Source: an optimization exercise on an open RTL-to-GDS flow (aim: a short achievable clock period and few clock cycles). Production flows keep margins and buffers that such runs may drop. RTL that was checked went through simulation tests only; none was proved equivalent to the original. Power and IR drop assume default switching activity.

## single_cycle_mips
module single_cycle_mips (
	input  logic                                clk,
	input  logic                                rst_n,
	output mips_pkg::word_t                     ir_addr,
	input  mips_pkg::word_t                     ir,
	input  mips_pkg::word_t                     read_data_mem,
	output logic                                cen,
	output logic                                wen,
	output logic                                oen,
	output logic [mips_pkg::dmem_addr_w-1:0]    a,
	output mips_pkg::word_t                     data_to_mem
);
	mips_pkg::word_t pc;
	mips_pkg::word_t ra_pred;              
	logic            d_v;
	mips_pkg::word_t d_ir;
	mips_pkg::word_t d_pc;
	logic            d_pred;               
	mips_pkg::word_t d_jrpred;             
	mips_pkg::word_t d_pc4;                
	mips_pkg::word_t d_bt;                 
	logic [31:1]     d_rs_oh, d_rt_oh;     
	logic            d_bx_rs, d_bx_rt;     
  ...
Size: about 9000 cells after synthesis, roughly 140 I/O pins, about 96000 µm² of cells after synthesis.
Settings: LEC_CHECK=0, CAP_MARGIN=40, CORE_MARGIN=2, CORE_UTILIZATION=45, SETUP_SLACK_MARGIN=5, SLEW_MARGIN=40, SYNTH_HIERARCHICAL=1, SYNTH_MINIMUM_KEEP_SIZE=0, TNS_END_PERCENT=5; clock period 8.0 ns.
run.sh (not shown) runs the stock make flow with config.mk's settings and CLKGATE_MAP_FILE= SYNTH_SCRIPT=/design/flow/synth_recipe.tcl, a recipe that flattens the netlist after the stock synthesis.
Rerun with:
--- a/flow/design.v
+++ b/flow/design.v
@@ -434,23 +434,23 @@
 	logic            d_bx_rs, d_bx_rt;     
 	logic            d_bw_rs, d_bw_rt;     
 	logic            d_dec1;               
 	mips_pkg::reg_addr_t d_rd;             
 	logic                x_v;
 	mips_pkg::reg_addr_t x_rd;             
 	logic [5:0]          x_sel;            
 	logic                x_sub;
 	mips_pkg::word_t     x_a, x_b;         
 	mips_pkg::word_t     x_bx;             
 	mips_pkg::word_t     w_valn;           
-	logic                x_fa, x_fb, x_fs;  
+	logic                x_fa, x_fb;       
 	logic [4:0]          x_sh;
 	logic                x_load, x_isadd;
 	logic                x_beq, x_bne, x_pred, x_jr;
 	mips_pkg::word_t     x_alt;            
 	mips_pkg::word_t     x_jrpred;
 	logic [mips_pkg::dmem_addr_w-1:0] x_addr;
 	mips_pkg::word_t     x_wdata;
 	logic                x_cen, x_wen, x_oen;
 	mips_pkg::reg_addr_t w_rd;
 	logic [31:1]         w_oh;             
 	mips_pkg::word_t     w_val;
@@ -658,50 +658,49 @@
 	end
 	logic [5:0]      d_sel;
 	logic            d_sub;
 	mips_pkg::word_t d_b;
 	alu_sel u_alu_sel (.alu_op (dd_op), .sel (d_sel), .sub (d_sub));
 	assign d_b = dd_imm ? imm : (dd_link ? '0 : rf_rt);
 	logic dx;    
 	assign dx = d_v && !x_redirect && !d_stall;
 	always_ff @(posedge clk or negedge rst_n) begin
 		if (!rst_n) begin
 			x_v <= 1'b0; x_rd <= '0; x_sel <= '0; x_sub <= 1'b0; x_a <= '0; x_b <= '0; x_bx <= '0; x_sh <= '0;
-			x_fa <= 1'b0; x_fb <= 1'b0; x_fs <= 1'b0;
+			x_fa <= 1'b0; x_fb <= 1'b0;
 			x_load <= 1'b0; x_isadd <= 1'b0;
 			x_beq <= 1'b0; x_bne <= 1'b0; x_pred <= 1'b0; x_jr <= 1'b0;
 			x_alt <= '0; x_jrpred <= '0;
 			x_addr <= '0; x_wdata <= '0;
 			x_cen <= 1'b1; x_wen <= 1'b1; x_oen <= 1'b1;
 		end else begin
 			x_v      <= dx;
 			x_rd     <= dd_rd;
 			x_sel    <= dd_load ? 6'd0 : d_sel;
 			x_sub    <= d_sub;
 			x_a      <= dd_link ? d_pc4 : rf_rs;
 			x_b      <= d_b;
 			x_bx     <= d_sub ? ~d_b : d_b;
 			x_fa     <= byp_rs && !dd_link;
 			x_fb     <= byp_rt && !dd_imm && !dd_link;
-			x_fs     <= byp_rt;
 			x_sh     <= d_ir[10:6];
 			x_load   <= dd_load;
 			x_isadd  <= (dd_op == alu_add) && !dd_load;
 			x_beq    <= dd_beq && d_unres;
 			x_bne    <= dd_bne && d_unres;
 			x_pred   <= d_pred;
 			x_jr     <= dd_jr;
 			x_alt    <= d_pred ? d_pc4 : d_bt;
 			x_jrpred <= d_jrpred;
 			x_addr   <= d_addr[8:2];
-			x_wdata  <= rf_rt;
+			x_wdata  <= byp_rt ? wb : rf_rt;    
 			x_cen    <= !(dx && (dd_load || dd_store));
 			x_wen    <= !(dx && dd_store);
 			x_oen    <= !(dx && dd_load);
 		end
 	end
 	alu u_alu (.op_a (a_eff), .op_b (b_eff), .op_bx (bx_eff), .sub (x_sub), .shamt (x_sh), .sel (x_sel),
 	           .ld (x_load), .ld_data (read_data_mem), .result (alu_res));
 	assign wb = alu_res;
 	logic x_eq, x_taken;
 	logic eq00, eq01, eq10, jr_nf, jr_f;
 	assign eq00       = (x_a == x_b);
@@ -724,17 +723,17 @@
 			w_oh   <= '0;
 		end else begin
 			w_zk   <= x_zknown;
 			w_zf   <= x_zero;
 			for (int k = 1; k < 32; k++) w_oh[k] <= (e_rd == 5'(k));
 			w_rd   <= e_rd;
 			w_val  <= wb;
 			w_valn <= ~wb;
 		end
 	end
 	assign a           = x_addr;
-	assign data_to_mem = x_fs ? w_val : x_wdata;
+	assign data_to_mem = x_wdata;
 	assign cen         = !rst_n || x_cen;
 	assign wen         = !rst_n || x_wen;
 	assign oen         = !rst_n || x_oen;
 endmodule
 `default_nettype wire
Result: The new run produced a clean layout; cell area rose by 1.4%; routed wire length rose by 1.0%; utilization rose by 0.78 points; setup slack gets better by 0.030 ns; global-route usage rose by 0.40 points; first-iteration DRC count rose by 3.0%; maximum frequency rose by 0.77%; cell count rose by 1.1%; non-clock buffer count rose by 85.
No functional check of the RTL was part of any run of this note.

---

Setup of rev 12:
Another version of the RTL of single_cycle_mips (not shown whole).
Size in the first run: roughly 9100 cells after synthesis, roughly 140 I/O pins, about 97000 sq um of cells after synthesis.
make LEC_CHECK=0 CAP_MARGIN=40 CORE_MARGIN=2 CORE_UTILIZATION=52 SETUP_SLACK_MARGIN=5 SLEW_MARGIN=40 SYNTH_HIERARCHICAL=1 SYNTH_MINIMUM_KEEP_SIZE=0 TNS_END_PERCENT=5 finish   # period 8.0 ns
Testbench counts of rev 12, summed over its fixed seeds: cycles 84,597.
The following lists how rev 13 was set up differently from rev 12:
-- flow/design.v --
<<< rev 12, line 617
	assign byp_rs   = d_bx_rs && x_v;
	assign byp_rt   = d_bx_rt && x_v;
	logic d_br, d_skip, d_zc, d_early, d_zero, d_taken, d_unres;
	assign d_br    = dd_beq || dd_bne;
	assign d_skip  = (d_ir[15:0] == '0);      
	assign d_zc    = (rs == '0) || (rt == '0);
	assign d_early = d_zc && (byp_rs ? x_isadd : zk_rs) && (byp_rt ? x_isadd : zk_rt);
	assign d_zero  = (byp_rs ? x_sumzero : zf_rs) && (byp_rt ? x_sumzero : zf_rt);
	assign d_taken = dd_beq ? d_zero : !d_zero;
	assign d_unres = d_br && !d_skip && !d_early;
>>> rev 13, line 617
	assign byp_rs   = d_bx_rs && x_v;
	assign byp_rt   = d_bx_rt && x_v;
	logic d_br, d_skip, d_same, d_early, d_zero, d_taken, d_unres;
	logic k_rs, k_rt, z_rs, z_rt;
	assign d_br    = dd_beq || dd_bne;
	assign d_skip  = (d_ir[15:0] == '0);      
	assign d_same  = (rs == rt);
	assign k_rs    = byp_rs ? x_isadd : zk_rs;
	assign k_rt    = byp_rt ? x_isadd : zk_rt;
	assign z_rs    = byp_rs ? x_sumzero : zf_rs;
	assign z_rt    = byp_rt ? x_sumzero : zf_rt;
	assign d_early = d_same || (k_rs && k_rt && (z_rs || z_rt));
	assign d_zero  = d_same || (z_rs && z_rt);   
	assign d_taken = dd_beq ? d_zero : !d_zero;
	assign d_unres = d_br && !d_skip && !d_early;
Notes after the runs:
Taking rev 12 as the reference point, the post-synthesis to final-layout area growth of rev 13 falls by 3.9 points. No stage failed in rev 13, and the final checks on the layout all came back clean. Looking at power in combinational cells, rev 13 sits about 0.7% above rev 12. Changes observed in rev 13 relative to rev 12: setup slack saw a decrease; synthesized cell count saw an increase. Relative to rev 12, the met1 routed wirelength after detailed routing of rev 13 is higher by about 3%. Critical path startpoint: d_rt_oh[17]$_DFFE_PN0N_ -> rev 12, d_rt_oh[8]$_DFFE_PN0N_ -> rev 13.
Function not checked in rev 13: the RTL went through the layout flow alone.

## separate check: timing with driven ports
In the flow no input, the clock included, has a driving cell. The finished layouts below were timed again as built, in two steps.
Step 1: set_driving_cell puts a clkbuf_16 on clk and a buf_2 on each other input, an assumption about the parent block.
Step 2 also shifts input and output timing later by t, the mid clock arrival at the registers, as if the neighbouring blocks saw the same clock.
a / b / c = no drivers / after step 1 / after step 2; a / b = the first two.
run | t, ns | slack for setup (ns) | cell pins on the clock port's net
the first run of note 1 | 0.936 | 4.054 / 3.609 / 3.202 | 1
the second run of note 1 | 0.955 | 4.084 / 4.046 / 3.194 | 1
rev 12 | 0.954 | 4.062 / 3.940 / 3.361 | 1
rev 13 | 0.936 | 3.886 / 3.746 / 3.160 | 1
After both steps setup and hold are still met in every run listed. The setup slack of the second run of note 1, which loses most, moves by -0.038 ns with the drivers and by -0.890 ns with both steps.
